Context: an optimization exercise on an open-source flow, tuned for small area, a short achievable clock period and few clock cycles per item. The choices shown serve that exercise and are no tape-out recipe.
Function was checked by simulation only, so behaviour that the tests miss may differ from the original.
No activity file was given, so power comes from the tool's default toggle rates.

File: flow/design.v
`default_nettype none
package psra_pkg;
    localparam int SLOTS  = 64;
    localparam int WINDOW = 5;
    localparam int KEEP   = WINDOW - 1;    
    localparam int SUM_W  = 19;            
    localparam logic [1:0] ST_NORMAL  = 2'd0;
    localparam logic [1:0] ST_COLD    = 2'd1;
    localparam logic [1:0] ST_HOT     = 2'd2;
    localparam logic [1:0] ST_UNKNOWN = 2'd3;
    localparam logic CFG_COLD = 1'b0;
    localparam logic CFG_HOT  = 1'b1;
    localparam logic signed [15:0] COLD_RESET = 16'sd3840;
    localparam logic signed [15:0] HOT_RESET  = 16'sd6400;
endpackage
`default_nettype wire
`default_nettype none
import psra_pkg::*;
module psra_ram (
    input  wire logic                 i_clk,
    input  wire logic                 i_rst_n,
    input  wire logic                 i_en,
    input  wire logic [15:0]          i_id,
    output logic      [SLOTS-1:0]     o_eq,
    output logic      [SLOTS-1:0]     o_free,
    output logic                      o_full,
    output logic                      o_full1,
    input  wire logic [SLOTS-1:0]     i_upd,
    input  wire logic                 i_upd_new,
    input  wire logic [15:0]          i_upd_id,
    input  wire logic [15:0]          i_upd_t,
    output logic      [16*KEEP-1:0]   o_rd_s,
    output logic      [2:0]           o_rd_c
);
    logic [15:0]        r_tid  [SLOTS];
    logic [16*KEEP-1:0] r_samp [SLOTS];
    logic [2:0]         r_cnt  [SLOTS];
    logic [SLOTS-1:0]   r_used;
    always_comb begin
        for (int i = 0; i < SLOTS; i++) begin
            o_eq[i]   = r_used[i] && (r_tid[i] == i_id);
            o_free[i] = !r_used[i] && (i == 0 || r_used[(i == 0) ? 0 : i - 1]);
        end
        o_full  = r_used[SLOTS-1];
        o_full1 = r_used[SLOTS-2];
    end
    always_ff @(posedge i_clk) begin
        if (!i_rst_n) begin
            r_used <= '0;
        end else if (i_en && i_upd_new) begin
            r_used <= {r_used[SLOTS-2:0], 1'b1};
        end
    end
    for (genvar i = 0; i < SLOTS; i++) begin : g_slot
        always_ff @(posedge i_clk) begin
            if (i_en && i_upd_new && i_upd[i]) begin
                r_tid[i] <= i_upd_id;
            end
            if (i_en && i_upd[i]) begin
                r_samp[i] <= {r_samp[i][16*(KEEP-1)-1:0], i_upd_t};
                if (i_upd_new) begin
                    r_cnt[i] <= 3'd1;
                end else if (r_cnt[i] != 3'(KEEP)) begin
                    r_cnt[i] <= r_cnt[i] + 3'd1;
                end
            end
        end
    end
    always_comb begin
        o_rd_s = '0;
        o_rd_c = '0;
        for (int i = 0; i < SLOTS; i++) begin
            o_rd_s = o_rd_s | ({(16*KEEP){i_upd[i]}} & r_samp[i]);
            o_rd_c = o_rd_c | ({3{i_upd[i]}} & r_cnt[i]);
        end
    end
endmodule
`default_nettype wire
`default_nettype none
import psra_pkg::*;
module psra_ctrl (
    input  wire logic        i_clk,
    input  wire logic        i_rst_n,
    input  wire logic        i_push,
    input  wire logic [33:0] i_data,
    output logic             o_hold,
    output logic             o_in_ready,
    output logic             o_out_valid,
    input  wire logic        i_out_ready,
    output logic [33:0]      o_out_data
);
    logic        r_ov, r_sv, r_rdy;
    logic [33:0] r_od, r_sd;
    logic        pop;
    logic        n_ov, n_sv;
    assign pop = r_ov && i_out_ready;
    always_comb begin
        n_ov = r_ov;
        n_sv = r_sv;
        if (pop) begin
            n_ov = r_sv;
            n_sv = 1'b0;
        end
        if (i_push) begin
            if (n_ov) begin
                n_sv = 1'b1;
            end else begin
                n_ov = 1'b1;
            end
        end
    end
    always_ff @(posedge i_clk) begin
        if (!i_rst_n) begin
            r_ov   <= 1'b0;
            r_sv   <= 1'b0;
            r_rdy  <= 1'b1;
        end else begin
            r_ov   <= n_ov;
            r_sv   <= n_sv;
            r_rdy  <= !n_sv;
        end
    end
    logic ld_sd, ld_new, keep;
    assign ld_sd  = pop && r_sv;
    assign ld_new = i_push && (!r_ov || pop) && !ld_sd;
    assign keep   = !ld_sd && !ld_new;
    always_ff @(posedge i_clk) begin
        r_od <= ({34{keep}} & r_od) | ({34{ld_sd}} & r_sd) | ({34{ld_new}} & i_data);
        if (i_push && r_ov && !(pop && !r_sv)) begin
            r_sd <= i_data;
        end
    end
    assign o_hold      = r_sv;
    assign o_in_ready  = r_rdy;
    assign o_out_valid = r_ov;
    assign o_out_data  = r_od;
endmodule
`default_nettype wire
`default_nettype none
import psra_pkg::*;
module psra_dp (
    input  wire logic                i_clk,
    input  wire logic                i_rst_n,
    input  wire logic                i_en,
    input  wire logic                i_v,
    input  wire logic                i_unk,
    input  wire logic [15:0]         i_id,
    input  wire logic [15:0]         i_t,
    input  wire logic [16*KEEP-1:0]  i_s,
    input  wire logic [2:0]          i_c,
    input  wire logic signed [15:0]  i_cold,
    input  wire logic signed [15:0]  i_hot,
    output logic                     o_v,
    output logic [33:0]              o_data
);
    logic                    r3_v, r3_unk;
    logic [15:0]             r3_id, r3_t;
    logic [16*KEEP-1:0]      r3_s;
    logic [KEEP-1:0]         r3_m;       
    logic [4:0]              r3_n;       
    always_ff @(posedge i_clk) begin
        if (!i_rst_n) begin
            r3_v <= 1'b0;
        end else if (i_en) begin
            r3_v <= i_v;
        end
        if (i_en) begin
            r3_unk <= i_unk;
            r3_id  <= i_id;
            r3_t   <= i_t;
            r3_s   <= i_s;
            for (int k = 0; k < KEEP; k++) begin
                r3_m[k] <= (i_c > 3'(k));
            end
            for (int k = 0; k < 5; k++) begin
                r3_n[k] <= (i_c == 3'(k));
            end
        end
    end
    logic [SUM_W-1:0] op3 [5];
    logic [SUM_W-1:0] sa, ca, sb, cb, sc3, cc3;
    always_comb begin
        op3[4] = SUM_W'($signed(r3_t));
        for (int k = 0; k < KEEP; k++) begin
            op3[k] = r3_m[k] ? SUM_W'($signed(r3_s[16*k +: 16])) : '0;
        end
        sa  = op3[0] ^ op3[1] ^ op3[2];
        ca  = ((op3[0] & op3[1]) | (op3[0] & op3[2]) | (op3[1] & op3[2])) << 1;
        sb  = sa ^ ca ^ op3[3];
        cb  = ((sa & ca) | (sa & op3[3]) | (ca & op3[3])) << 1;
        sc3 = sb ^ cb ^ op3[4];
        cc3 = ((sb & cb) | (sb & op3[4]) | (cb & op3[4])) << 1;
    end
    logic                    r4_v, r4_unk;
    logic [15:0]             r4_id;
    logic [SUM_W-1:0]        r4_sc;
    logic [SUM_W-1:1]        r4_cc;
    logic [4:0]              r4_n;
    always_ff @(posedge i_clk) begin
        if (!i_rst_n) begin
            r4_v <= 1'b0;
        end else if (i_en) begin
            r4_v <= r3_v;
        end
        if (i_en) begin
            r4_unk <= r3_unk;
            r4_id  <= r3_id;
            r4_sc  <= sc3;
            r4_cc  <= cc3[SUM_W-1:1];
            r4_n   <= r3_n;
        end
    end
    logic [SUM_W-1:0] sum4;
    assign sum4 = r4_sc + {r4_cc, 1'b0};
    logic                    r5_v, r5_unk;
    logic [15:0]             r5_id;
    logic [SUM_W-1:0]        r5_sum;
    logic [4:0]              r5_n;
    always_ff @(posedge i_clk) begin
        if (!i_rst_n) begin
            r5_v <= 1'b0;
        end else if (i_en) begin
            r5_v <= r4_v;
        end
        if (i_en) begin
            r5_unk <= r4_unk;
            r5_id  <= r4_id;
            r5_sum <= sum4;
            r5_n   <= r4_n;
        end
    end
    logic [15:0] q3, q5;
    logic        rnz3, rnz5;
    logic [15:0] quo5;
    logic        inc5;
    psra_div3 u_div3 (.i_sum(r5_sum), .o_quo(q3), .o_rnz(rnz3));
    psra_div5 u_div5 (.i_sum(r5_sum), .o_quo(q5), .o_rnz(rnz5));
    always_comb begin
        if (r5_n[0]) begin
            quo5 = r5_sum[15:0];
            inc5 = 1'b0;
        end else if (r5_n[1]) begin
            quo5 = r5_sum[16:1];
            inc5 = r5_sum[18] & r5_sum[0];
        end else if (r5_n[3]) begin
            quo5 = r5_sum[17:2];
            inc5 = r5_sum[18] & (|r5_sum[1:0]);
        end else if (r5_n[2]) begin
            quo5 = q3;
            inc5 = r5_sum[18] & rnz3;
        end else begin
            quo5 = q5;
            inc5 = r5_sum[18] & rnz5;
        end
    end
    logic                    r6_v, r6_unk;
    logic [15:0]             r6_id;
    logic [15:0]             r6_quo;
    logic                    r6_inc;
    always_ff @(posedge i_clk) begin
        if (!i_rst_n) begin
            r6_v <= 1'b0;
        end else if (i_en) begin
            r6_v <= r5_v;
        end
        if (i_en) begin
            r6_unk <= r5_unk;
            r6_id  <= r5_id;
            r6_quo <= quo5;
            r6_inc <= inc5;
        end
    end
    logic signed [15:0] mean6;
    logic [1:0]         st6;
    always_comb begin
        mean6 = r6_quo + 16'(r6_inc);
        if (mean6 < i_cold) begin
            st6 = ST_COLD;
        end else if (mean6 > i_hot) begin
            st6 = ST_HOT;
        end else begin
            st6 = ST_NORMAL;
        end
        o_v = r6_v;
        if (r6_unk) begin
            o_data = {r6_id, 16'h0000, ST_UNKNOWN};
        end else begin
            o_data = {r6_id, mean6, st6};
        end
    end
endmodule
`default_nettype wire
`default_nettype none
module psra_div3 (
    input  wire logic [18:0] i_sum,
    output logic      [15:0] o_quo,
    output logic             o_rnz
);
    function automatic logic [2:0] res(input logic [3:0] x);
        res[0] = (x == 4'd0) | (x == 4'd3) | (x == 4'd6) | (x == 4'd9) | (x == 4'd12) | (x == 4'd15);
        res[1] = (x == 4'd1) | (x == 4'd4) | (x == 4'd7) | (x == 4'd10) | (x == 4'd13);
        res[2] = (x == 4'd2) | (x == 4'd5) | (x == 4'd8) | (x == 4'd11) | (x == 4'd14);
    endfunction
    function automatic logic [2:0] res_top(input logic [2:0] x);
        res_top[0] = (x == 3'd0) | (x == 3'd3) | (x == 3'd5);
        res_top[1] = (x == 3'd1) | (x == 3'd6);
        res_top[2] = (x == 3'd2) | (x == 3'd4) | (x == 3'd7);
    endfunction
    function automatic logic [2:0] madd(input logic [2:0] a, input logic [2:0] b);
        madd[0] = (a[0] & b[0]) | (a[1] & b[2]) | (a[2] & b[1]);
        madd[1] = (a[0] & b[1]) | (a[1] & b[0]) | (a[2] & b[2]);
        madd[2] = (a[0] & b[2]) | (a[1] & b[1]) | (a[2] & b[0]);
    endfunction
    function automatic logic [3:0] qd0(input logic [3:0] x);
        qd0[0] = (x == 4'd3) | (x == 4'd4) | (x == 4'd5) | (x == 4'd9) | (x == 4'd10) | (x == 4'd11) | (x == 4'd15);
        qd0[1] = (x == 4'd6) | (x == 4'd7) | (x == 4'd8) | (x == 4'd9) | (x == 4'd10) | (x == 4'd11);
        qd0[2] = (x == 4'd12) | (x == 4'd13) | (x == 4'd14) | (x == 4'd15);
        qd0[3] = 1'b0;
    endfunction
    function automatic logic [3:0] qd1(input logic [3:0] x);
        qd1[0] = (x == 4'd0) | (x == 4'd1) | (x == 4'd5) | (x == 4'd6) | (x == 4'd7) | (x == 4'd11) | (x == 4'd12) | (x == 4'd13);
        qd1[1] = (x == 4'd2) | (x == 4'd3) | (x == 4'd4) | (x == 4'd5) | (x == 4'd6) | (x == 4'd7) | (x == 4'd14) | (x == 4'd15);
        qd1[2] = (x == 4'd0) | (x == 4'd1) | (x == 4'd2) | (x == 4'd3) | (x == 4'd4) | (x == 4'd5) | (x == 4'd6) | (x == 4'd7);
        qd1[3] = (x == 4'd8) | (x == 4'd9) | (x == 4'd10) | (x == 4'd11) | (x == 4'd12) | (x == 4'd13) | (x == 4'd14) | (x == 4'd15);
    endfunction
    function automatic logic [3:0] qd2(input logic [3:0] x);
        qd2[0] = (x == 4'd1) | (x == 4'd2) | (x == 4'd3) | (x == 4'd7) | (x == 4'd8) | (x == 4'd9) | (x == 4'd13) | (x == 4'd14) | (x == 4'd15);
        qd2[1] = (x == 4'd0) | (x == 4'd1) | (x == 4'd2) | (x == 4'd3) | (x == 4'd10) | (x == 4'd11) | (x == 4'd12) | (x == 4'd13) | (x == 4'd14) | (x == 4'd15);
        qd2[2] = (x == 4'd4) | (x == 4'd5) | (x == 4'd6) | (x == 4'd7) | (x == 4'd8) | (x == 4'd9) | (x == 4'd10) | (x == 4'd11) | (x == 4'd12) | (x == 4'd13) | (x == 4'd14) | (x == 4'd15);
        qd2[3] = (x == 4'd0) | (x == 4'd1) | (x == 4'd2) | (x == 4'd3) | (x == 4'd4) | (x == 4'd5) | (x == 4'd6) | (x == 4'd7) | (x == 4'd8) | (x == 4'd9) | (x == 4'd10) | (x == 4'd11) | (x == 4'd12) | (x == 4'd13) | (x == 4'd14) | (x == 4'd15);
    endfunction
    function automatic logic [3:0] qd(input logic [2:0] r, input logic [3:0] x);
        qd = ({4{r[0]}} & qd0(x))
           | ({4{r[1]}} & qd1(x))
           | ({4{r[2]}} & qd2(x));
    endfunction
    logic [2:0] rd0, rd1, rd2, rd3, rdt, pa, pb, rin0, rin1, rin2, rf;
    always_comb begin
        rd0  = res(i_sum[3:0]);
        rd1  = res(i_sum[7:4]);
        rd2  = res(i_sum[11:8]);
        rd3  = res(i_sum[15:12]);
        rdt  = res_top(i_sum[18:16]);
        pa   = madd(rd3, rd2);
        pb   = madd(rd1, rd0);
        rin2 = madd(rdt, rd3);
        rin1 = madd(rdt, pa);
        rin0 = madd(rin1, rd1);
        rf   = madd(rin1, pb);
        o_quo = {qd(rdt, i_sum[15:12]), qd(rin2, i_sum[11:8]),
                 qd(rin1, i_sum[7:4]), qd(rin0, i_sum[3:0])};
        o_rnz = !rf[0];
    end
endmodule
`default_nettype wire
`default_nettype none
module psra_div5 (
    input  wire logic [18:0] i_sum,
    output logic      [15:0] o_quo,
    output logic             o_rnz
);
    function automatic logic [4:0] res(input logic [3:0] x);
        res[0] = (x == 4'd0) | (x == 4'd5) | (x == 4'd10) | (x == 4'd15);
        res[1] = (x == 4'd1) | (x == 4'd6) | (x == 4'd11);
        res[2] = (x == 4'd2) | (x == 4'd7) | (x == 4'd12);
        res[3] = (x == 4'd3) | (x == 4'd8) | (x == 4'd13);
        res[4] = (x == 4'd4) | (x == 4'd9) | (x == 4'd14);
    endfunction
    function automatic logic [4:0] res_top(input logic [2:0] x);
        res_top[0] = (x == 3'd0);
        res_top[1] = (x == 3'd1) | (x == 3'd4);
        res_top[2] = (x == 3'd2) | (x == 3'd5);
        res_top[3] = (x == 3'd3) | (x == 3'd6);
        res_top[4] = (x == 3'd7);
    endfunction
    function automatic logic [4:0] madd(input logic [4:0] a, input logic [4:0] b);
        madd[0] = (a[0] & b[0]) | (a[1] & b[4]) | (a[2] & b[3]) | (a[3] & b[2]) | (a[4] & b[1]);
        madd[1] = (a[0] & b[1]) | (a[1] & b[0]) | (a[2] & b[4]) | (a[3] & b[3]) | (a[4] & b[2]);
        madd[2] = (a[0] & b[2]) | (a[1] & b[1]) | (a[2] & b[0]) | (a[3] & b[4]) | (a[4] & b[3]);
        madd[3] = (a[0] & b[3]) | (a[1] & b[2]) | (a[2] & b[1]) | (a[3] & b[0]) | (a[4] & b[4]);
        madd[4] = (a[0] & b[4]) | (a[1] & b[3]) | (a[2] & b[2]) | (a[3] & b[1]) | (a[4] & b[0]);
    endfunction
    function automatic logic [3:0] qd0(input logic [3:0] x);
        qd0[0] = (x == 4'd5) | (x == 4'd6) | (x == 4'd7) | (x == 4'd8) | (x == 4'd9) | (x == 4'd15);
        qd0[1] = (x == 4'd10) | (x == 4'd11) | (x == 4'd12) | (x == 4'd13) | (x == 4'd14) | (x == 4'd15);
        qd0[2] = 1'b0;
        qd0[3] = 1'b0;
    endfunction
    function automatic logic [3:0] qd1(input logic [3:0] x);
        qd1[0] = (x == 4'd0) | (x == 4'd1) | (x == 4'd2) | (x == 4'd3) | (x == 4'd9) | (x == 4'd10) | (x == 4'd11) | (x == 4'd12) | (x == 4'd13);
        qd1[1] = (x == 4'd0) | (x == 4'd1) | (x == 4'd2) | (x == 4'd3) | (x == 4'd14) | (x == 4'd15);
        qd1[2] = (x == 4'd4) | (x == 4'd5) | (x == 4'd6) | (x == 4'd7) | (x == 4'd8) | (x == 4'd9) | (x == 4'd10) | (x == 4'd11) | (x == 4'd12) | (x == 4'd13) | (x == 4'd14) | (x == 4'd15);
        qd1[3] = 1'b0;
    endfunction
    function automatic logic [3:0] qd2(input logic [3:0] x);
        qd2[0] = (x == 4'd3) | (x == 4'd4) | (x == 4'd5) | (x == 4'd6) | (x == 4'd7) | (x == 4'd13) | (x == 4'd14) | (x == 4'd15);
        qd2[1] = (x == 4'd0) | (x == 4'd1) | (x == 4'd2) | (x == 4'd3) | (x == 4'd4) | (x == 4'd5) | (x == 4'd6) | (x == 4'd7);
        qd2[2] = (x == 4'd0) | (x == 4'd1) | (x == 4'd2) | (x == 4'd3) | (x == 4'd4) | (x == 4'd5) | (x == 4'd6) | (x == 4'd7);
        qd2[3] = (x == 4'd8) | (x == 4'd9) | (x == 4'd10) | (x == 4'd11) | (x == 4'd12) | (x == 4'd13) | (x == 4'd14) | (x == 4'd15);
    endfunction
    function automatic logic [3:0] qd3(input logic [3:0] x);
        qd3[0] = (x == 4'd0) | (x == 4'd1) | (x == 4'd7) | (x == 4'd8) | (x == 4'd9) | (x == 4'd10) | (x == 4'd11);
        qd3[1] = (x == 4'd2) | (x == 4'd3) | (x == 4'd4) | (x == 4'd5) | (x == 4'd6) | (x == 4'd7) | (x == 4'd8) | (x == 4'd9) | (x == 4'd10) | (x == 4'd11);
        qd3[2] = (x == 4'd12) | (x == 4'd13) | (x == 4'd14) | (x == 4'd15);
        qd3[3] = (x == 4'd0) | (x == 4'd1) | (x == 4'd2) | (x == 4'd3) | (x == 4'd4) | (x == 4'd5) | (x == 4'd6) | (x == 4'd7) | (x == 4'd8) | (x == 4'd9) | (x == 4'd10) | (x == 4'd11) | (x == 4'd12) | (x == 4'd13) | (x == 4'd14) | (x == 4'd15);
    endfunction
    function automatic logic [3:0] qd4(input logic [3:0] x);
        qd4[0] = (x == 4'd1) | (x == 4'd2) | (x == 4'd3) | (x == 4'd4) | (x == 4'd5) | (x == 4'd11) | (x == 4'd12) | (x == 4'd13) | (x == 4'd14) | (x == 4'd15);
        qd4[1] = (x == 4'd6) | (x == 4'd7) | (x == 4'd8) | (x == 4'd9) | (x == 4'd10) | (x == 4'd11) | (x == 4'd12) | (x == 4'd13) | (x == 4'd14) | (x == 4'd15);
        qd4[2] = (x == 4'd0) | (x == 4'd1) | (x == 4'd2) | (x == 4'd3) | (x == 4'd4) | (x == 4'd5) | (x == 4'd6) | (x == 4'd7) | (x == 4'd8) | (x == 4'd9) | (x == 4'd10) | (x == 4'd11) | (x == 4'd12) | (x == 4'd13) | (x == 4'd14) | (x == 4'd15);
        qd4[3] = (x == 4'd0) | (x == 4'd1) | (x == 4'd2) | (x == 4'd3) | (x == 4'd4) | (x == 4'd5) | (x == 4'd6) | (x == 4'd7) | (x == 4'd8) | (x == 4'd9) | (x == 4'd10) | (x == 4'd11) | (x == 4'd12) | (x == 4'd13) | (x == 4'd14) | (x == 4'd15);
    endfunction
    function automatic logic [3:0] qd(input logic [4:0] r, input logic [3:0] x);
        qd = ({4{r[0]}} & qd0(x))
           | ({4{r[1]}} & qd1(x))
           | ({4{r[2]}} & qd2(x))
           | ({4{r[3]}} & qd3(x))
           | ({4{r[4]}} & qd4(x));
    endfunction
    logic [4:0] rd0, rd1, rd2, rd3, rdt, pa, pb, rin0, rin1, rin2, rf;
    always_comb begin
        rd0  = res(i_sum[3:0]);
        rd1  = res(i_sum[7:4]);
        rd2  = res(i_sum[11:8]);
        rd3  = res(i_sum[15:12]);
        rdt  = res_top(i_sum[18:16]);
        pa   = madd(rd3, rd2);
        pb   = madd(rd1, rd0);
        rin2 = madd(rdt, rd3);
        rin1 = madd(rdt, pa);
        rin0 = madd(rin1, rd1);
        rf   = madd(rin1, pb);
        o_quo = {qd(rdt, i_sum[15:12]), qd(rin2, i_sum[11:8]),
                 qd(rin1, i_sum[7:4]), qd(rin0, i_sum[3:0])};
        o_rnz = !rf[0];
    end
endmodule
`default_nettype wire
`default_nettype none
import psra_pkg::*;
module per_sensor_running_average_alarm (
    input  wire logic        i_clk,
    input  wire logic        i_rst_n,
    input  wire logic        i_in_valid,
    output logic             o_in_ready,
    input  wire logic [31:0] i_in_data,
    output logic             o_out_valid,
    input  wire logic        i_out_ready,
    output logic [33:0]      o_out_data,
    input  wire logic        i_cfg_we,
    input  wire logic        i_cfg_idx,
    input  wire logic [15:0] i_cfg_data
);
    logic               hold;
    logic               en;
    logic [SLOTS-1:0]   eq, free;
    logic               full, full1;
    logic [SLOTS-1:0]   free_e;
    logic               full_e;
    logic               fwd2;
    logic [16*KEEP-1:0] rd_s;
    logic [2:0]         rd_c;
    logic               res_v;
    logic [33:0]        res_data;
    logic signed [15:0] r_cold, r_hot;
    logic               r1_v, r1_f;
    logic [15:0]        r1_id, r1_t;
    logic [SLOTS-1:0]   r1_m;
    logic               r2_v, r2_new, r2_unk;
    logic [15:0]        r2_id, r2_t;
    logic [SLOTS-1:0]   r2_sel;
    logic               hit, claim, unk;
    logic [SLOTS-1:0]   sel;
    assign en = !hold;
    psra_ram u_tab (
        .i_clk      (i_clk),
        .i_rst_n    (i_rst_n),
        .i_en       (en),
        .i_id       (i_in_data[31:16]),
        .o_eq       (eq),
        .o_free     (free),
        .o_full     (full),
        .o_full1    (full1),
        .i_upd      (r2_sel),
        .i_upd_new  (r2_new),
        .i_upd_id   (r2_id),
        .i_upd_t    (r2_t),
        .o_rd_s     (rd_s),
        .o_rd_c     (rd_c)
    );
    assign fwd2 = r2_v && r2_new && (r2_id == i_in_data[31:16]);
    always_ff @(posedge i_clk) begin
        if (!i_rst_n) begin
            r1_v <= 1'b0;
        end else if (en) begin
            r1_v <= i_in_valid;
        end
        if (en) begin
            r1_id <= i_in_data[31:16];
            r1_t  <= i_in_data[15:0];
            r1_m  <= eq | (fwd2 ? r2_sel : '0);
            r1_f  <= r1_v && (r1_id == i_in_data[31:16]);
        end
    end
    always_comb begin
        free_e = r2_new ? {free[SLOTS-2:0], 1'b0} : free;
        full_e = r2_new ? full1 : full;
        hit    = |r1_m;
        sel    = r1_f ? r2_sel : (hit ? r1_m : free_e);
        unk    = r1_f ? r2_unk : (!hit && full_e);
        claim  = r1_v && !r1_f && !hit && !full_e;
    end
    always_ff @(posedge i_clk) begin
        if (!i_rst_n) begin
            r2_v <= 1'b0;
        end else if (en) begin
            r2_v <= r1_v;
        end
        if (en) begin
            r2_sel <= r1_v ? sel : '0;
            r2_new <= claim;
            r2_unk <= unk;
            r2_id  <= r1_id;
            r2_t   <= r1_t;
        end
    end
    psra_dp u_dp (
        .i_clk   (i_clk),
        .i_rst_n (i_rst_n),
        .i_en    (en),
        .i_v     (r2_v),
        .i_unk   (r2_unk),
        .i_id    (r2_id),
        .i_t     (r2_t),
        .i_s     (rd_s),
        .i_c     (r2_new ? 3'd0 : rd_c),
        .i_cold  (r_cold),
        .i_hot   (r_hot),
        .o_v     (res_v),
        .o_data  (res_data)
    );
    psra_ctrl u_ctrl (
        .i_clk       (i_clk),
        .i_rst_n     (i_rst_n),
        .i_push      (res_v && en),
        .i_data      (res_data),
        .o_hold      (hold),
        .o_in_ready  (o_in_ready),
        .o_out_valid (o_out_valid),
        .i_out_ready (i_out_ready),
        .o_out_data  (o_out_data)
    );
    always_ff @(posedge i_clk) begin
        if (!i_rst_n) begin
            r_cold <= COLD_RESET;
            r_hot  <= HOT_RESET;
        end else if (i_cfg_we) begin
            if (i_cfg_idx == CFG_HOT) begin
                r_hot <= i_cfg_data;
            end else begin
                r_cold <= i_cfg_data;
            end
        end
    end
endmodule
`default_nettype wire
File: flow/constraint.sdc
create_clock -name core_clock -period 8.0 [get_ports {i_clk}]
set_input_delay 1.6000 -clock core_clock [delete_from_list [all_inputs] [get_ports {i_clk}]]
set_output_delay 1.6000 -clock core_clock [all_outputs]
set_load 0.01 [all_outputs]
File: flow/run.sh
#!/bin/bash
# synth_recipe.tcl (not shown) runs the flow's synth.tcl, then flattens the netlist and writes it again
# the make line also repeats each setting of config.mk as NAME=value (left out here)
make -C /OpenROAD-flow-scripts/flow DESIGN_CONFIG=/design/flow/config.mk WORK_HOME=/design/flow/orfs CLKGATE_MAP_FILE= SYNTH_SCRIPT=/design/flow/synth_recipe.tcl finish
File: flow/config.mk
export PLATFORM = sky130hd
export DESIGN_NAME = per_sensor_running_average_alarm
export DESIGN_NICKNAME = per_sensor_running_average_alarm
export VERILOG_FILES = /design/flow/design.v
export SDC_FILE = /design/flow/constraint.sdc
export NUM_CORES = 4
export LEC_CHECK = 0
export CAP_MARGIN = 20
export CORE_MARGIN = 2
export CORE_UTILIZATION = 50
export CTS_CLUSTER_DIAMETER = 70
export CTS_CLUSTER_SIZE = 28
export PLACE_DENSITY = 0.65
export SETUP_SLACK_MARGIN = 4.8
export SLEW_MARGIN = 20
export SYNTH_MEMORY_MAX_BITS = 16384
==> results.py, run 1 <==
metrics = {
    "final_layout": {
        "final_common_cell": "edfxtp_1",
        "final_cell_mix": "edfxtp_1 (5,777), xnor2_1 (1,123), a22o_1 (1,061)",
        "fin_area_um2": 254000,
        "drive_gt1_share_pct": 11.2,
        "nets": 13902,
        "area_growth_pct": 10.7,
    },
    "synthesis": {
        "synthArstFlopShare_pct": 0,
        "synth-edff-count": 5777,
        "ys_ff_latch": 5916,
        "syn_inst": 13466,
        "synth_top_cell_by_area": "edfxtp_1",
        "syn-cell-area_um2": 230000,
        "syn_area_per_cell_um2": 17.1,
        "synth_warnings": 10,
        "synth_cell_types": 92,
        "synthFlopType": "edfxtp_1",
        "synth_top_area_share_pct": 75.5,
        "syn_nets": 13750,
        "netlist_top_cells_area": "edfxtp_1 (75%), xnor2_1 (4.3%), a221oi_1 (4.0%), a22o_1 (4.0%), nand4_1 (1.3%)",
        "seq_area_frac_synth_pct": 76.7,
    },
    "drt": {
        "drt-pass1-iter-count": 10,
        "routedWlPerCell_um": 42.4,
        "drt_wl_total_mm": 850,
        "routed_via_density": 7.25,
        "drc": 0,
        "vias": 145238,
        "drtAntennaViolNets": 1,
        "dr.first_iter.drc_count": 29753,
    },
    "pwr": {
        "power.density_nw_per_um2": 235,
        "ir_drop_mv": 0.247,
        "total_power_w": 0.0598,
        "leakagePower_nw": 80.0,
    },
    "floorplanning": {
        "dieArea_um2": 465000,
        "row_count": 248,
        "die_h_um": 682,
        "core_um2": 457000,
        "die_w_um": 682,
        "io-pin-count": 90,
        "initial_core_util_pct": 50.3,
    },
    "setup_path": {
        "required_ns": 8.72,
        "cp.arrival_ns": 5.09,
        "critical_path_class": "reg2reg",
        "worst_setup_path_start_kind": "flip-flop",
        "worst_setup_path_end_kind": "flip-flop",
        "cp_max_fo": 6,
    },
    "global_route": {
        "grt_usage_pct": 35.8,
        "gr-total-overflow": 0,
        "grt_pass1_vias": 136616,
        "grt_antenna_before_repair": 43,
        "grt_max_degree": 135,
        "grt_pass1_wl_mm": 1140,
    },
    "clock_tree": {
        "cts_tree": "yes",
        "worstSkewPairLatency_ns": 1.03,
        "ctsLongestPathBuffers": 4,
        "cts_root_buffer": "clkbuf_16",
        "cts_max_level": 5,
        "cts_hold_buf": 0,
        "cts_sinks": 5916,
        "cts_buffers": 324,
        "clk_pin_slew_ns": 0.10,
    },
    "placed_design": {
        "place_hpwl_mm": 497,
        "place_area_um2": 239000,
        "portBuffers": 89,
        "place_congestion": 0.970,
    },
    "timing": {
        "finalWorstPathRequiredPeriod_ns": 4.38,
        "hold_viol": 0,
        "rsz0062_at_grt": "yes",
        "slew_headroom_pct": 10.9,
        "clock.fmax_mhz": 229,
        "period_share_pct": 54.7,
        "worst-slew-pin-transition_ns": 1.34,
        "finalMaxSlewViolations": 0,
        "finalSetupViolCount": 0,
        "worst_clock_skew_ns": 0.0612,
        "fin_setup_tns_ns": 0,
    },
    "status": {
        "so.violations": "antenna rules",
        "status": "complete, but fails checks",
    },
    "run": {
        "maxCapViolCount": 0,
    },
    "worst_hold_path": {
        "hp-class": "reg2reg",
    },
}
-- where the power goes --
group / switching (W) / internal, W / total [W]
logic: 0.00357 / 0.00226 / 0.00583
clock network: 0.0112 / 0.00861 / 0.0198
registers: 0.000210 / 0.0339 / 0.0342
total: 0.0150 / 0.0448 / 0.0598
-- metrics by stage --
| stage | utilization, % | setup WS (ns) | cells | hold WS [ns] |
|---|---|---|---|---|
| 3_3_place_gp | 52.3 | 2.71 | 19231 | 0.401 |
| 4_1_cts | 55.5 | 3.70 | 19964 | 0.417 |
| 3_5_place_dp | 52.3 | 2.72 | 19236 | 0.405 |
| 6_report | 55.6 | 3.62 | 20043 | 0.419 |
| 2_1_floorplan | - | 4.15 | 13466 | 0.400 |
| 5_1_grt | 55.6 | 3.51 | 19996 | 0.422 |
-- timing repair --
action / 4_1_cts / 5_1_grt
gates resized for setup: 610 / 108
setup endpoints to repair: 2503 / 348
endpoints found under the hold margin: 0 / 0
setup buffers: 150 / 24
pin swaps: 115 / 52
cloned: 6 / 0
-- cell usage after synthesis, types with 111 or more instances --
library cell	count
edfxtp_1	5777
xnor2_1	1132
a221oi_1	1062
a22o_1	1061
clkbuf_1	661
nand2_1	497
nand4_1	481
inv_1	245
nor2_1	235
o21ai_0	198
nor2b_1	190
ha_1	180
a21oi_1	178
buf_1	168
dfxtp_1	139
and2_1	111
-- final timing paths --
kind / slack [ns] / cells after the start / end / start
hold reg to reg: 0.42 / 0 / u_dp.r5_sum[0] / u_dp.r4_sc[0]
hold / removal: 0.42 / 0 / u_dp.r5_sum[0] / u_dp.r4_sc[0]
setup reg to reg: 3.62 / 15 / u_dp.r6_quo[1] / u_dp.r5_sum[9]
setup / recovery: 3.62 / 15 / u_dp.r6_quo[1] / u_dp.r5_sum[9]
-- per-layer routing --
metal  track usage (%)  vias up  wire length (µm)
li1                  -    54514                 -
met1              48.6    73489            298000
met2              52.6    14520            363000
met3              10.2     2697            129000
met4              18.8       18             59300
met5                 0        -               179
-- layout make-up --
class / count / area [µm²]
fillers: 34807 / 203000
flip-flops and latches: 5916 / 176000
multi-input cells: 6439 / 51100
clock buffers: 352 / 8430
well taps: 6125 / 7660
repair buffers: 683 / 6610
clock inverters: 220 / 2950
inverters: 253 / 1130
diodes: 54 / 135
repair inverters: 1 / 7.51
-- cell families after synthesis --
family	count (synthesis)	synth area share (%)
AND/OR/NAND/NOR	1964	4.58
XOR/XNOR	1162	4.45
multiplexers	25	0.131
flip-flops	5916	76.7
AO/OA/AOI/OAI	3055	10.9
adder cells (fa/ha/maj)	232	1.42
buffers and inverters	1112	1.86
-- flip-flops by register name (all words and copies together), names as in the netlist, 18 cells and up --
| register | cells |
|---|---|
| u_dp.r5_sum | 19 |
| r2_sel | 64 |
| u_dp.r4_sc | 18 |
| u_ctrl.r_od | 34 |
| u_ctrl.r_sd | 34 |
| u_tab.r_used | 64 |
| r1_m | 64 |
| u_tab.r_samp | 4096 |
| u_dp.r4_cc | 18 |
| u_dp.r3_s | 64 |
| u_tab.r_tid | 1024 |
| u_tab.r_cnt | 192 |
-- worst max-delay path, stage by stage, from the launching register on --
cell and delay [ns]:
edfxtp_1 0.55, buf_12 0.21, xor2_4 0.22, buf_4 0.16
nor2_1 0.04, a221oi_2 0.25, nand3b_1 0.13, a311o_2 0.47
mux2i_4 0.23, o211a_4 0.24, o2bb2ai_2 0.06, a211o_1 0.37
a221oi_2 0.27, nor2_1 0.10, or4_4 0.43, a221o_1 0.33
Testbench counts, summed over its fixed seeds: cycles 16,056, items 16,000.
==> inputs of run 2 (changes only) <==
--- a/flow/design.v
+++ b/flow/design.v
@@ -32,3 +32,3 @@
     output logic      [16*KEEP-1:0]   o_rd_s,
-    output logic      [2:0]           o_rd_c
+    output logic      [1:0]           o_rd_c
 );
@@ -36,11 +36,11 @@
     logic [16*KEEP-1:0] r_samp [SLOTS];
-    logic [2:0]         r_cnt  [SLOTS];
-    logic [SLOTS-1:0]   r_used;
+    logic [1:0]         r_cnt  [SLOTS];
+    logic [6:0]         r_nused;
     always_comb begin
         for (int i = 0; i < SLOTS; i++) begin
-            o_eq[i]   = r_used[i] && (r_tid[i] == i_id);
-            o_free[i] = !r_used[i] && (i == 0 || r_used[(i == 0) ? 0 : i - 1]);
+            o_eq[i]   = (r_nused > 7'(i)) && (r_tid[i] == i_id);
+            o_free[i] = (r_nused == 7'(i));
         end
-        o_full  = r_used[SLOTS-1];
-        o_full1 = r_used[SLOTS-2];
+        o_full  = r_nused[6];
+        o_full1 = (r_nused >= 7'(SLOTS - 1));
     end
@@ -48,5 +48,5 @@
         if (!i_rst_n) begin
-            r_used <= '0;
+            r_nused <= '0;
         end else if (i_en && i_upd_new) begin
-            r_used <= {r_used[SLOTS-2:0], 1'b1};
+            r_nused <= r_nused + 7'd1;
         end
@@ -61,5 +61,5 @@
                 if (i_upd_new) begin
-                    r_cnt[i] <= 3'd1;
-                end else if (r_cnt[i] != 3'(KEEP)) begin
-                    r_cnt[i] <= r_cnt[i] + 3'd1;
+                    r_cnt[i] <= 2'd0;
+                end else if (r_cnt[i] != 2'd3) begin
+                    r_cnt[i] <= r_cnt[i] + 2'd1;
                 end
@@ -73,3 +73,3 @@
             o_rd_s = o_rd_s | ({(16*KEEP){i_upd[i]}} & r_samp[i]);
-            o_rd_c = o_rd_c | ({3{i_upd[i]}} & r_cnt[i]);
+            o_rd_c = o_rd_c | ({2{i_upd[i]}} & r_cnt[i]);
         end
@@ -149,3 +149,4 @@
     input  wire logic [16*KEEP-1:0]  i_s,
-    input  wire logic [2:0]          i_c,
+    input  wire logic                i_old,      
+    input  wire logic [1:0]          i_c,        
     input  wire logic signed [15:0]  i_cold,
@@ -171,7 +172,6 @@
             r3_s   <= i_s;
+            r3_n[0] <= !i_old;
             for (int k = 0; k < KEEP; k++) begin
-                r3_m[k] <= (i_c > 3'(k));
-            end
-            for (int k = 0; k < 5; k++) begin
-                r3_n[k] <= (i_c == 3'(k));
+                r3_m[k]     <= i_old && (i_c >= 2'(k));
+                r3_n[k + 1] <= i_old && (i_c == 2'(k));
             end
@@ -212,4 +212,14 @@
     end
+    localparam int LO_W = 12;
+    localparam int HI_W = SUM_W - LO_W;
+    logic [LO_W:0]    lo4;
+    logic [HI_W-1:0]  hi4_0;
+    logic [HI_W:0]    hi4_1;
     logic [SUM_W-1:0] sum4;
-    assign sum4 = r4_sc + {r4_cc, 1'b0};
+    always_comb begin
+        lo4   = {1'b0, r4_sc[LO_W-1:0]} + {1'b0, r4_cc[LO_W-1:1], 1'b0};
+        hi4_0 = r4_sc[SUM_W-1:LO_W] + r4_cc[SUM_W-1:LO_W];
+        hi4_1 = {r4_sc[SUM_W-1:LO_W], 1'b1} + {r4_cc[SUM_W-1:LO_W], 1'b1};
+        sum4  = {lo4[LO_W] ? hi4_1[HI_W:1] : hi4_0, lo4[LO_W-1:0]};
+    end
     logic                    r5_v, r5_unk;
@@ -231,59 +241,84 @@
     end
+    logic [SUM_W-1:0] sum5;
+    logic [11:0]      rin3_5;
+    logic [19:0]      rin5_5;
+    assign sum5 = r5_sum;
+    psra_rem3 u_rem3 (.i_sum(sum5), .o_rin(rin3_5));
+    psra_rem5 u_rem5 (.i_sum(sum5), .o_rin(rin5_5));
+    logic                    r6_v, r6_unk;
+    logic [15:0]             r6_id;
+    logic [SUM_W-1:0]        r6_sum;
+    logic [11:0]             r6_rin3;
+    logic [19:0]             r6_rin5;
+    logic [4:0]              r6_n;
+    always_ff @(posedge i_clk) begin
+        if (!i_rst_n) begin
+            r6_v <= 1'b0;
+        end else if (i_en) begin
+            r6_v <= r5_v;
+        end
+        if (i_en) begin
+            r6_unk  <= r5_unk;
+            r6_id   <= r5_id;
+            r6_sum  <= sum5;
+            r6_rin3 <= rin3_5;
+            r6_rin5 <= rin5_5;
+            r6_n    <= r5_n;
+        end
+    end
     logic [15:0] q3, q5;
     logic        rnz3, rnz5;
-    logic [15:0] quo5;
-    logic        inc5;
-    psra_div3 u_div3 (.i_sum(r5_sum), .o_quo(q3), .o_rnz(rnz3));
-    psra_div5 u_div5 (.i_sum(r5_sum), .o_quo(q5), .o_rnz(rnz5));
-    always_comb begin
-        if (r5_n[0]) begin
-            quo5 = r5_sum[15:0];
-            inc5 = 1'b0;
-        end else if (r5_n[1]) begin
-            quo5 = r5_sum[16:1];
-            inc5 = r5_sum[18] & r5_sum[0];
-        end else if (r5_n[3]) begin
-            quo5 = r5_sum[17:2];
-            inc5 = r5_sum[18] & (|r5_sum[1:0]);
-        end else if (r5_n[2]) begin
-            quo5 = q3;
-            inc5 = r5_sum[18] & rnz3;
+    logic [15:0] quo6;
+    logic        inc6;
+    logic [15:0] mean6;
+    psra_quo3 u_quo3 (.i_sum(r6_sum[15:0]), .i_rin(r6_rin3), .o_quo(q3), .o_rnz(rnz3));
+    psra_quo5 u_quo5 (.i_sum(r6_sum[15:0]), .i_rin(r6_rin5), .o_quo(q5), .o_rnz(rnz5));
+    always_comb begin
+        if (r6_n[0]) begin
+            quo6 = r6_sum[15:0];
+            inc6 = 1'b0;
+        end else if (r6_n[1]) begin
+            quo6 = r6_sum[16:1];
+            inc6 = r6_sum[18] & r6_sum[0];
+        end else if (r6_n[3]) begin
+            quo6 = r6_sum[17:2];
+            inc6 = r6_sum[18] & (|r6_sum[1:0]);
+        end else if (r6_n[2]) begin
+            quo6 = q3;
+            inc6 = r6_sum[18] & rnz3;
         end else begin
-            quo5 = q5;
-            inc5 = r5_sum[18] & rnz5;
+            quo6 = q5;
+            inc6 = r6_sum[18] & rnz5;
         end
+        mean6 = quo6 + 16'(inc6);
     end
-    logic                    r6_v, r6_unk;
-    logic [15:0]             r6_id;
-    logic [15:0]             r6_quo;
-    logic                    r6_inc;
+    logic                    r7_v, r7_unk;
+    logic [15:0]             r7_id;
+    logic signed [15:0]      r7_mean;
     always_ff @(posedge i_clk) begin
         if (!i_rst_n) begin
-            r6_v <= 1'b0;
+            r7_v <= 1'b0;
         end else if (i_en) begin
-            r6_v <= r5_v;
+            r7_v <= r6_v;
         end
         if (i_en) begin
-            r6_unk <= r5_unk;
-            r6_id  <= r5_id;
-            r6_quo <= quo5;
-            r6_inc <= inc5;
+            r7_unk  <= r6_unk;
+            r7_id   <= r6_id;
+            r7_mean <= mean6;
         end
     end
-    logic signed [15:0] mean6;
-    logic [1:0]         st6;
-    always_comb begin
-        mean6 = r6_quo + 16'(r6_inc);
-        if (mean6 < i_cold) begin
-            st6 = ST_COLD;
-        end else if (mean6 > i_hot) begin
-            st6 = ST_HOT;
+    logic [1:0] st7;
+    always_comb begin
+        if (r7_mean < i_cold) begin
+            st7 = ST_COLD;
+        end else if (r7_mean > i_hot) begin
+            st7 = ST_HOT;
         end else begin
-            st6 = ST_NORMAL;
+            st7 = ST_NORMAL;
         end
-        o_v = r6_v;
-        if (r6_unk) begin
-            o_data = {r6_id, 16'h0000, ST_UNKNOWN};
+        o_v = r7_v;
+        if (r7_unk) begin
+            o_data = {r7_id, 16'h0000, ST_UNKNOWN};
         end else begin
-            o_data = {r6_id, mean6, st6};
+            o_data = {r7_id, r7_mean, st7};
         end
@@ -293,6 +328,5 @@
 `default_nettype none
-module psra_div3 (
+module psra_rem3 (
     input  wire logic [18:0] i_sum,
-    output logic      [15:0] o_quo,
-    output logic             o_rnz
+    output logic      [11:0] o_rin     
 );
@@ -313,2 +347,76 @@
     endfunction
+    logic [2:0] rd1, rd2, rd3, rdt, pa, pb, rin0, rin1, rin2;
+    always_comb begin
+        rd1  = res(i_sum[7:4]);
+        rd2  = res(i_sum[11:8]);
+        rd3  = res(i_sum[15:12]);
+        rdt  = res_top(i_sum[18:16]);
+        pa   = madd(rd3, rd2);
+        pb   = madd(rdt, rd1);
+        rin2 = madd(rdt, rd3);
+        rin1 = madd(rdt, pa);
+        rin0 = madd(pa, pb);
+        o_rin = {rdt, rin2, rin1, rin0};
+    end
+endmodule
+`default_nettype wire
+`default_nettype none
+module psra_rem5 (
+    input  wire logic [18:0] i_sum,
+    output logic      [19:0] o_rin     
+);
+    function automatic logic [4:0] res(input logic [3:0] x);
+        res[0] = (x == 4'd0) | (x == 4'd5) | (x == 4'd10) | (x == 4'd15);
+        res[1] = (x == 4'd1) | (x == 4'd6) | (x == 4'd11);
+        res[2] = (x == 4'd2) | (x == 4'd7) | (x == 4'd12);
+        res[3] = (x == 4'd3) | (x == 4'd8) | (x == 4'd13);
+        res[4] = (x == 4'd4) | (x == 4'd9) | (x == 4'd14);
+    endfunction
+    function automatic logic [4:0] res_top(input logic [2:0] x);
+        res_top[0] = (x == 3'd0);
+        res_top[1] = (x == 3'd1) | (x == 3'd4);
+        res_top[2] = (x == 3'd2) | (x == 3'd5);
+        res_top[3] = (x == 3'd3) | (x == 3'd6);
+        res_top[4] = (x == 3'd7);
+    endfunction
+    function automatic logic [4:0] madd(input logic [4:0] a, input logic [4:0] b);
+        madd[0] = (a[0] & b[0]) | (a[1] & b[4]) | (a[2] & b[3]) | (a[3] & b[2]) | (a[4] & b[1]);
+        madd[1] = (a[0] & b[1]) | (a[1] & b[0]) | (a[2] & b[4]) | (a[3] & b[3]) | (a[4] & b[2]);
+        madd[2] = (a[0] & b[2]) | (a[1] & b[1]) | (a[2] & b[0]) | (a[3] & b[4]) | (a[4] & b[3]);
+        madd[3] = (a[0] & b[3]) | (a[1] & b[2]) | (a[2] & b[1]) | (a[3] & b[0]) | (a[4] & b[4]);
+        madd[4] = (a[0] & b[4]) | (a[1] & b[3]) | (a[2] & b[2]) | (a[3] & b[1]) | (a[4] & b[0]);
+    endfunction
+    logic [4:0] rd1, rd2, rd3, rdt, pa, pb, rin0, rin1, rin2;
+    always_comb begin
+        rd1  = res(i_sum[7:4]);
+        rd2  = res(i_sum[11:8]);
+        rd3  = res(i_sum[15:12]);
+        rdt  = res_top(i_sum[18:16]);
+        pa   = madd(rd3, rd2);
+        pb   = madd(rdt, rd1);
+        rin2 = madd(rdt, rd3);
+        rin1 = madd(rdt, pa);
+        rin0 = madd(pa, pb);
+        o_rin = {rdt, rin2, rin1, rin0};
+    end
+endmodule
+`default_nettype wire
+`default_nettype none
+module psra_quo3 (
+    input  wire logic [15:0] i_sum,
+    input  wire logic [11:0] i_rin,
+    output logic      [15:0] o_quo,
+    output logic             o_rnz
+);
+    function automatic logic [2:0] res(input logic [3:0] x);
+        res[0] = (x == 4'd0) | (x == 4'd3) | (x == 4'd6) | (x == 4'd9) | (x == 4'd12) | (x == 4'd15);
+        res[1] = (x == 4'd1) | (x == 4'd4) | (x == 4'd7) | (x == 4'd10) | (x == 4'd13);
+        res[2] = (x == 4'd2) | (x == 4'd5) | (x == 4'd8) | (x == 4'd11) | (x == 4'd14);
+    endfunction
+    function automatic logic [2:0] madd(input logic [2:0] a, input logic [2:0] b);
+        madd[0] = (a[0] & b[0]) | (a[1] & b[2]) | (a[2] & b[1]);
+        madd[1] = (a[0] & b[1]) | (a[1] & b[0]) | (a[2] & b[2]);
+        madd[2] = (a[0] & b[2]) | (a[1] & b[1]) | (a[2] & b[0]);
+    endfunction
+    logic [2:0] rf;
     function automatic logic [3:0] qd0(input logic [3:0] x);
@@ -336,17 +444,7 @@
     endfunction
-    logic [2:0] rd0, rd1, rd2, rd3, rdt, pa, pb, rin0, rin1, rin2, rf;
     always_comb begin
-        rd0  = res(i_sum[3:0]);
-        rd1  = res(i_sum[7:4]);
-        rd2  = res(i_sum[11:8]);
-        rd3  = res(i_sum[15:12]);
-        rdt  = res_top(i_sum[18:16]);
-        pa   = madd(rd3, rd2);
-        pb   = madd(rd1, rd0);
-        rin2 = madd(rdt, rd3);
-        rin1 = madd(rdt, pa);
-        rin0 = madd(rin1, rd1);
-        rf   = madd(rin1, pb);
-        o_quo = {qd(rdt, i_sum[15:12]), qd(rin2, i_sum[11:8]),
-                 qd(rin1, i_sum[7:4]), qd(rin0, i_sum[3:0])};
+        for (int k = 0; k < 4; k++) begin
+            o_quo[4*k +: 4] = qd(i_rin[3*k +: 3], i_sum[4*k +: 4]);
+        end
+        rf    = madd(i_rin[2:0], res(i_sum[3:0]));
         o_rnz = !rf[0];
@@ -356,4 +454,5 @@
 `default_nettype none
-module psra_div5 (
-    input  wire logic [18:0] i_sum,
+module psra_quo5 (
+    input  wire logic [15:0] i_sum,
+    input  wire logic [19:0] i_rin,
     output logic      [15:0] o_quo,
@@ -368,9 +467,2 @@
     endfunction
-    function automatic logic [4:0] res_top(input logic [2:0] x);
-        res_top[0] = (x == 3'd0);
-        res_top[1] = (x == 3'd1) | (x == 3'd4);
-        res_top[2] = (x == 3'd2) | (x == 3'd5);
-        res_top[3] = (x == 3'd3) | (x == 3'd6);
-        res_top[4] = (x == 3'd7);
-    endfunction
     function automatic logic [4:0] madd(input logic [4:0] a, input logic [4:0] b);
@@ -382,2 +474,3 @@
     endfunction
+    logic [4:0] rf;
     function automatic logic [3:0] qd0(input logic [3:0] x);
@@ -419,17 +512,7 @@
     endfunction
-    logic [4:0] rd0, rd1, rd2, rd3, rdt, pa, pb, rin0, rin1, rin2, rf;
     always_comb begin
-        rd0  = res(i_sum[3:0]);
-        rd1  = res(i_sum[7:4]);
-        rd2  = res(i_sum[11:8]);
-        rd3  = res(i_sum[15:12]);
-        rdt  = res_top(i_sum[18:16]);
-        pa   = madd(rd3, rd2);
-        pb   = madd(rd1, rd0);
-        rin2 = madd(rdt, rd3);
-        rin1 = madd(rdt, pa);
-        rin0 = madd(rin1, rd1);
-        rf   = madd(rin1, pb);
-        o_quo = {qd(rdt, i_sum[15:12]), qd(rin2, i_sum[11:8]),
-                 qd(rin1, i_sum[7:4]), qd(rin0, i_sum[3:0])};
+        for (int k = 0; k < 4; k++) begin
+            o_quo[4*k +: 4] = qd(i_rin[5*k +: 5], i_sum[4*k +: 4]);
+        end
+        rf    = madd(i_rin[4:0], res(i_sum[3:0]));
         o_rnz = !rf[0];
@@ -461,3 +544,3 @@
     logic [16*KEEP-1:0] rd_s;
-    logic [2:0]         rd_c;
+    logic [1:0]         rd_c;
     logic               res_v;
@@ -535,3 +618,4 @@
         .i_s     (rd_s),
-        .i_c     (r2_new ? 3'd0 : rd_c),
+        .i_old   (!r2_new),
+        .i_c     (rd_c),
         .i_cold  (r_cold),
--- a/flow/config.mk
+++ b/flow/config.mk
@@ -9,7 +9,7 @@
 export CORE_MARGIN = 2
-export CORE_UTILIZATION = 50
+export CORE_UTILIZATION = 58
 export CTS_CLUSTER_DIAMETER = 70
 export CTS_CLUSTER_SIZE = 28
-export PLACE_DENSITY = 0.65
-export SETUP_SLACK_MARGIN = 4.8
+export PLACE_DENSITY = 0.7
+export SETUP_SLACK_MARGIN = 4.9
 export SLEW_MARGIN = 20
==> run 2 against run 1 <==
Against the previous run: still fails the layout checks on antenna rules; clock-buffer cell count shrank 36; die area shrank 15%; global-route usage grew 7.7 points; largest power group unchanged; cell count shrank 8.4%; sequential power is essentially flat; worst hold slack lost 0.0051 ns; via count grew 0.39%; core utilization grew 8.0 points.
==> results.py, run 2 <==
metrics = {
    "drt": {
        "vias": 145798,
        "drc": 0,
        "dr.first_iter.drc_count": 34072,
        "routedWlPerCell_um": 47.5,
        "drtAntennaViolNets": 1,
        "routed_via_density": 7.94,
        "drt-pass1-iter-count": 13,
        "drt_wl_total_mm": 873,
    },
    "setup_path": {
        "cp.buffers_inverters": 0,
        "cp_slowest_cell": "edfxtp_1",
        "worst_setup_path_start_kind": "flip-flop",
        "cpLargestDelayFamily": "simple AND/OR/NAND/NOR gates",
        "max_stage_delay_ns": 0.65,
        "cp.arrival_ns": 4.21,
        "critical_path_class": "reg2reg",
        "required_ns": 8.69,
        "worst_setup_path_end_kind": "flip-flop",
        "cp_max_fo": 13,
        "crit_chain": "nor2b_1, a2111oi_2, nand4_1, a32oi_1, o2bb2ai_1, or4_4, nor3b_2, xor2_1",
    },
    "timing": {
        "slew_headroom_pct": 6.91,
        "hold_viol": 0,
        "clock.fmax_mhz": 284,
        "period_share_pct": 43.9,
        "finalWorstPathRequiredPeriod_ns": 3.52,
        "fin_setup_tns_ns": 0,
        "finalMaxSlewViolations": 0,
        "rsz0062_at_grt": "yes",
        "worst-slew-pin-transition_ns": 1.40,
        "finalSetupViolCount": 0,
        "worst_clock_skew_ns": 0.0683,
    },
    "pwr": {
        "swShare_pct": 23.7,
        "power.density_nw_per_um2": 228,
        "p_sw_w": 0.0133,
        "total_power_w": 0.0562,
        "leakagePower_nw": 77.9,
        "ir_drop_mv": 0.181,
        "comb_power_share_pct": 6.9,
        "p_clk_share_pct": 32.0,
        "intPower_w": 0.0428,
        "seq_power_share_pct": 61.1,
    },
    "final_layout": {
        "largest_reg_flops": 4096,
        "multiInputGateArea_um2": 47600,
        "area_growth_pct": 9.14,
        "register_area_um2": 175000,
        "drive_gt1_share_pct": 10.2,
        "final_cell_mix": "edfxtp_1 (5,784), a22o_1 (1,074), a221oi_1 (1,036)",
        "nets": 13154,
        "largest-register": "u_tab.r_samp",
        "fillers": 26501,
        "final_common_cell": "edfxtp_1",
        "stdcell_count": 18368,
        "largestRegisters": "u_tab.r_samp (4096), u_tab.r_tid (1024), u_tab.r_cnt (128)",
    },
    "floorplanning": {
        "initial_core_util_pct": 58.4,
        "die_h_um": 627,
        "dieArea_um2": 394000,
        "row_count": 228,
        "io-pin-count": 90,
        "die_w_um": 627,
        "core_um2": 386000,
    },
    "clock_tree": {
        "worstSkewPairLatency_ns": 1.02,
        "clk_pin_slew_ns": 0.10,
        "ctsLongestPathBuffers": 4,
        "cts_sinks": 5867,
        "cts_max_level": 5,
        "cts_buffers": 292,
        "cts_root_buffer": "clkbuf_16",
        "cts_hold_buf": 0,
        "cts_tree": "yes",
    },
    "global_route": {
        "grt_pass1_vias": 134700,
        "grt_usage_pct": 43.5,
        "grt_pass1_wl_mm": 1150,
        "gr-total-overflow": 0,
        "grt_max_degree": 98,
        "grt_antenna_before_repair": 59,
    },
    "synthesis": {
        "synth-edff-count": 5784,
        "synthArstFlopShare_pct": 0,
        "synth_top_area_share_pct": 77.0,
        "syn_nets": 13033,
        "synth_top_cell_by_area": "edfxtp_1",
        "synth_cell_types": 92,
        "netlist_top_cells_area": "edfxtp_1 (77%), a22o_1 (4.2%), a221oi_1 (4.1%), xnor2_1 (2.7%), xor2_1 (1.6%)",
        "ys_top_cells_by_count": "edfxtp_1 (5,784), a22o_1 (1,074), a221oi_1 (1,057)",
        "synth_warnings": 12,
        "seq_area_frac_synth_pct": 77.8,
        "syn-cell-area_um2": 225000,
        "ys_ff_latch": 5867,
        "syn_inst": 12806,
        "synthFlopType": "edfxtp_1",
        "syn_area_per_cell_um2": 17.6,
        "synth_most_common_cell": "edfxtp_1",
    },
    "status": {
        "so.violations": "antenna rules",
        "status": "complete, but fails checks",
    },
    "run": {
        "maxCapViolCount": 0,
    },
    "placed_design": {
        "place_inst": 17654,
        "portBuffers": 89,
        "place_hpwl_mm": 510,
        "place_congestion": 0.990,
    },
    "worst_hold_path": {
        "hp-class": "reg2reg",
    },
}
[run 2: cell types whose count changed in the layout (fill, tap and decap cells not counted), sizes merged, moves of 56 or more]
cell	delta
nand2	-209
xor2	+379
nand3b	-56
dfxtp	-56
inv	-151
nor4	+65
ha	-59
o21ai	-62
xnor2	-441
[run 2: logic make-up after synthesis]
kind of cell | share of synthesized area [%]
buf+inv | 1.59
mux | 0.245
simple gates | 4.45
compound gates | 10.5
fa+ha+maj | 1.15
flops | 77.8
xor+xnor | 4.28
[run 2: area by class of cell]
type,instances,area share (%)
flip-flops and latches,5867,71.3
clock inverters,160,0.745
diodes,84,0.0854
repair buffers,661,2.61
well taps,5175,2.63
multi-input cells,6005,19.4
clock buffers,316,3.12
inverters,100,0.157
[run 2: worst paths after layout]
path,from,endpoint,slack (ns),depth (start not counted)
max reg2reg,u_dp.r6_sum[7],u_dp.r7_mean[14],4.48,8
min reg2reg,u_dp.r5_id[11],u_dp.r6_id[11],0.41,0
min,u_dp.r5_id[11],u_dp.r6_id[11],0.41,0
max,u_dp.r6_sum[7],u_dp.r7_mean[14],4.48,8
[run 2: what timing repair did]
action | 4_1_cts | 5_1_grt
pin swaps | 12 | 17
resized for setup | 427 | 97
gates cloned | 1 | 3
setup buffers | 115 | 35
endpoints found under the hold margin | 0 | 0
setup endpoints to repair | 2445 | 342
[run 2: layer usage]
layer  global-route usage [%]  vias up  share of wire, %  wire (µm)
met5                    0.259        -             0.070        612
met4                     25.3       38               7.8      67800
met3                     18.1     3538                19     163000
met2                     60.0    17461                41     354000
met1                     57.9    72395                33     287000
li1                         -    52366                 -          -
[run 2: power by group through the flow]
stage	Clock (W)	Combinational (W)	Sequential, W
final	0.0180	0.00386	0.0343
after global placement	0	0.00315	0.0351
after CTS	0.0178	0.00358	0.0343
after detailed placement	0	0.00327	0.0351
after floorplan	0	0.00227	0.0348
after global routing	0.0188	0.00407	0.0344
[run 2: metrics by stage]
stage / utilization [%] / hold slack (ns) / setup WS (ns) / instance area [µm²]
5_1_grt: 63.7 / 0.417 / 4.46 / 246000
3_3_place_gp: 60.5 / 0.401 / 3.34 / 234000
2_1_floorplan: - / 0.400 / -0.0665 / 226000
4_1_cts: 63.5 / 0.415 / 4.67 / 245000
6_report: 63.7 / 0.414 / 4.48 / 246000
3_5_place_dp: 60.5 / 0.405 / 3.40 / 234000
Testbench counts of run 2, summed over its fixed seeds: cycles 16,064, items 16,000.
==> inputs of run 3 (changes only) <==
--- a/flow/config.mk
+++ b/flow/config.mk
@@ -9,7 +9,7 @@
 export CORE_MARGIN = 2
-export CORE_UTILIZATION = 58
+export CORE_UTILIZATION = 50
 export CTS_CLUSTER_DIAMETER = 70
 export CTS_CLUSTER_SIZE = 28
-export PLACE_DENSITY = 0.7
-export SETUP_SLACK_MARGIN = 4.9
+export PLACE_DENSITY = 0.65
+export SETUP_SLACK_MARGIN = 5.0
 export SLEW_MARGIN = 20
==> run 3 against run 2 <==
Against the previous run: the run now finishes clean; worst hold slack worse by 0.030 ns; global-route usage down 6.0 points; final area up 0.66%; register-to-register slack better by 0.05 ns; synthesized area unchanged; die area up 16%; sequential share of layout area down 0.47 points; critical endpoint unchanged.
==> results.py, run 3 <==
metrics = {
    "pwr": {
        "p_sw_w": 0.0134,
        "p_clk_share_pct": 32.3,
        "power.density_nw_per_um2": 228,
        "ir_drop_mv": 0.174,
        "leakagePower_nw": 78.1,
        "intPower_w": 0.0430,
        "swShare_pct": 23.7,
        "seq_power_share_pct": 61.0,
        "comb_power_share_pct": 6.7,
    },
    "final_layout": {
        "drive_gt1_share_pct": 10.2,
        "area_growth_pct": 9.87,
        "largest-register": "u_tab.r_samp",
        "fin_area_um2": 248000,
        "final_util_pct": 55.2,
        "largestRegisters": "u_tab.r_samp (4096), u_tab.r_tid (1024), u_tab.r_cnt (128)",
        "nets": 13123,
        "final_cell_mix": "edfxtp_1 (5,784), a22o_1 (1,074), a221oi_1 (1,020)",
        "final_common_cell": "edfxtp_1",
        "largest_reg_flops": 4096,
    },
    "setup_path": {
        "worst_setup_path_end_kind": "flip-flop",
        "worst_setup_path_start_kind": "flip-flop",
        "critical_path_class": "reg2reg",
        "cp_slowest_cell": "edfxtp_1",
        "cp.arrival_ns": 4.17,
        "cpLargestDelayFamily": "compound AO/OA/AOI/OAI gates",
        "max_stage_delay_ns": 0.87,
        "cp_max_fo": 23,
        "timing.rr.start": "u_dp.r6_sum[7]",
        "crit_start": "u_dp.r6_sum[7]",
        "cp.buffers_inverters": 0,
        "required_ns": 8.71,
        "crit_chain": "a2111oi_0, a311o_1, a31oi_1, a31o_2, a21oi_1, or4_4, nor3b_4, xor2_1",
    },
    "global_route": {
        "grt_usage_pct": 37.4,
        "grt_antenna_before_repair": 57,
        "grt_max_degree": 90,
        "grt_pass1_vias": 133227,
        "grt_pass1_wl_mm": 1160,
        "gr-total-overflow": 0,
    },
    "synthesis": {
        "synth_cell_types": 92,
        "synth_top_area_share_pct": 77.0,
        "syn_nets": 13033,
        "synth_most_common_cell": "edfxtp_1",
        "syn_area_per_cell_um2": 17.6,
        "seq_area_frac_synth_pct": 77.8,
        "netlist_top_cells_area": "edfxtp_1 (77%), a22o_1 (4.2%), a221oi_1 (4.1%), xnor2_1 (2.7%), xor2_1 (1.6%)",
        "synth_top_cell_by_area": "edfxtp_1",
        "ys_ff_latch": 5867,
        "ys_top_cells_by_count": "edfxtp_1 (5,784), a22o_1 (1,074), a221oi_1 (1,057)",
        "synthArstFlopShare_pct": 0,
        "synth_warnings": 12,
        "synth-edff-count": 5784,
        "synthFlopType": "edfxtp_1",
        "syn-cell-area_um2": 225000,
        "syn_inst": 12806,
    },
    "floorplanning": {
        "io-pin-count": 90,
        "core_um2": 449000,
        "dieArea_um2": 456000,
        "row_count": 246,
        "initial_core_util_pct": 50.2,
        "die_h_um": 675,
        "die_w_um": 675,
    },
    "drt": {
        "drtAntennaViolNets": 0,
        "drt_wl_total_mm": 875,
        "dr.first_iter.drc_count": 32355,
        "routed_via_density": 7.52,
        "vias": 143677,
        "routedWlPerCell_um": 45.8,
        "drt-pass1-iter-count": 16,
        "drc": 0,
    },
    "timing": {
        "hold_ws_ns": 0.383,
        "finalWorstPathRequiredPeriod_ns": 3.46,
        "clock.fmax_mhz": 289,
        "fin_setup_tns_ns": 0,
        "rsz0062_at_grt": "yes",
        "period_share_pct": 43.3,
        "slew_headroom_pct": 17.4,
        "worst_clock_skew_ns": 0.0853,
        "finalMaxSlewViolations": 0,
        "worst-slew-pin-transition_ns": 1.23,
        "hold_viol": 0,
        "finalSetupViolCount": 0,
        "fin_ws_ns": 4.54,
    },
    "placed_design": {
        "place_hpwl_mm": 502,
        "portBuffers": 89,
        "place_congestion": 0.996,
        "place_area_um2": 235000,
        "dpl_worst_slack_ns": 3.16,
    },
    "clock_tree": {
        "cts_max_level": 5,
        "cts_sinks": 5867,
        "worstSkewPairLatency_ns": 1.07,
        "ctsLongestPathBuffers": 4,
        "cts_root_buffer": "clkbuf_16",
        "cts_hold_buf": 0,
        "cts_buffers": 294,
        "cts_tree": "yes",
        "clk_pin_slew_ns": 0.10,
    },
    "run": {
        "maxCapViolCount": 0,
    },
    "worst_hold_path": {
        "holdCritStartpoint": "r1_t[2]",
        "hp-class": "reg2reg",
    },
    "status": {
        "status": "no timing/DRC/antenna violations",
    },
}
==> run 3: cell counts after synthesis <==
No cell type changed its count.
==> run 3: repair_timing <==
item / 4_1_cts / 5_1_grt
cloned: 6 / 2
setup buffers: 109 / 32
pin swaps: 26 / 17
setup endpoints to repair: 2379 / 468
resized for setup: 504 / 130
==> run 3: layout make-up <==
class | count | area, µm²
clock inverter | 161 | 2150
clock buffer | 316 | 7630
tap | 5952 | 7450
timing repair buffer | 628 | 6790
antenna | 69 | 173
sequential | 5867 | 175000
multi-input combinational | 6004 | 47700
timing repair inverter | 1 | 5.00
fill | 34001 | 201000
inverter | 100 | 390
==> run 3: kinds of logic after synthesis <==
logic type      after synthesis  share of synthesized area, %
fa+ha+maj                   176                          1.15
mux                          53                         0.245
simple gates               1801                          4.45
xor+xnor                   1100                          4.28
flops                      5867                          77.8
compound gates             2874                          10.5
buf+inv                     935                          1.59
==> run 3: metrics by stage <==
stage | instances | total power [W]
3_3_place_gp | 18397 | 0.0383
5_1_grt | 19047 | 0.0576
2_1_floorplan | 12806 | 0.0371
3_5_place_dp | 18402 | 0.0384
4_1_cts | 18994 | 0.0561
6_report | 19098 | 0.0564
==> run 3: power by group through the flow <==
stage	Combinational, W	Sequential [W]	Clock [W]
global route	0.00404	0.0344	0.0191
floorplan	0.00227	0.0348	0
global placement	0.00316	0.0351	0
CTS	0.00356	0.0344	0.0181
finish	0.00379	0.0344	0.0182
detailed placement	0.00326	0.0351	0
==> run 3: worst paths after layout <==
check / endpoint / slack [ns] / cells after the start
max: u_dp.r7_mean[14] / 4.54 / 8
min: r2_t[2] / 0.38 / 0
max reg2reg: u_dp.r7_mean[14] / 4.54 / 8
min reg2reg: r2_t[2] / 0.38 / 0
==> run 3: routing by layer <==
| metal | vias to the layer above | global-route usage (%) | part of all wire (%) | routed length [µm] |
|---|---|---|---|---|
| met5 | - | 0.0850 | 0.041 | 357 |
| met1 | 72157 | 49.9 | 34 | 296000 |
| met4 | 30 | 20.7 | 7.2 | 63200 |
| met3 | 3133 | 13.4 | 17 | 149000 |
| met2 | 16093 | 53.6 | 42 | 366000 |
| li1 | 52264 | - | - | - |

what the ideal ports hide:
No port has a modelled driver above. Below, the same layouts with a new extraction and two added sets of constraints. Step 1 (the two cells are an assumption about what drives the block):
set clk [get_ports {i_clk}]
set_driving_cell -lib_cell sky130_fd_sc_hd__clkbuf_16 $clk
set_driving_cell -lib_cell sky130_fd_sc_hd__buf_2 [delete_from_list [all_inputs] $clk]
Step 2 moves the port delays by t, midway between the first and last clock arrival at a register: inputs arrive t later, outputs are due t later. That takes back most of the time a late clock gives input paths. a / b / c = ideal ports / drivers / drivers and shift; a / b = the first two.
run | t, ns | setup WS [ns] | latest minus earliest clock arrival (ns) | slew at the worst register clock pin (ns) | cell pins on the clock port's net
run 1 | 1.132 | 3.624 / 3.624 / 3.624 | 0.070 / 0.070 | 0.11 / 0.11 | 1
run 2 | 1.095 | 4.485 / 4.485 / 3.921 | 0.087 / 0.087 | 0.11 / 0.11 | 1
run 3 | 1.152 | 4.538 / 4.538 / 3.889 | 0.102 / 0.102 | 0.11 / 0.11 | 1
For run 3, which loses most, drivers alone change the setup slack by 0.000 ns; drivers and shift together by -0.649 ns.
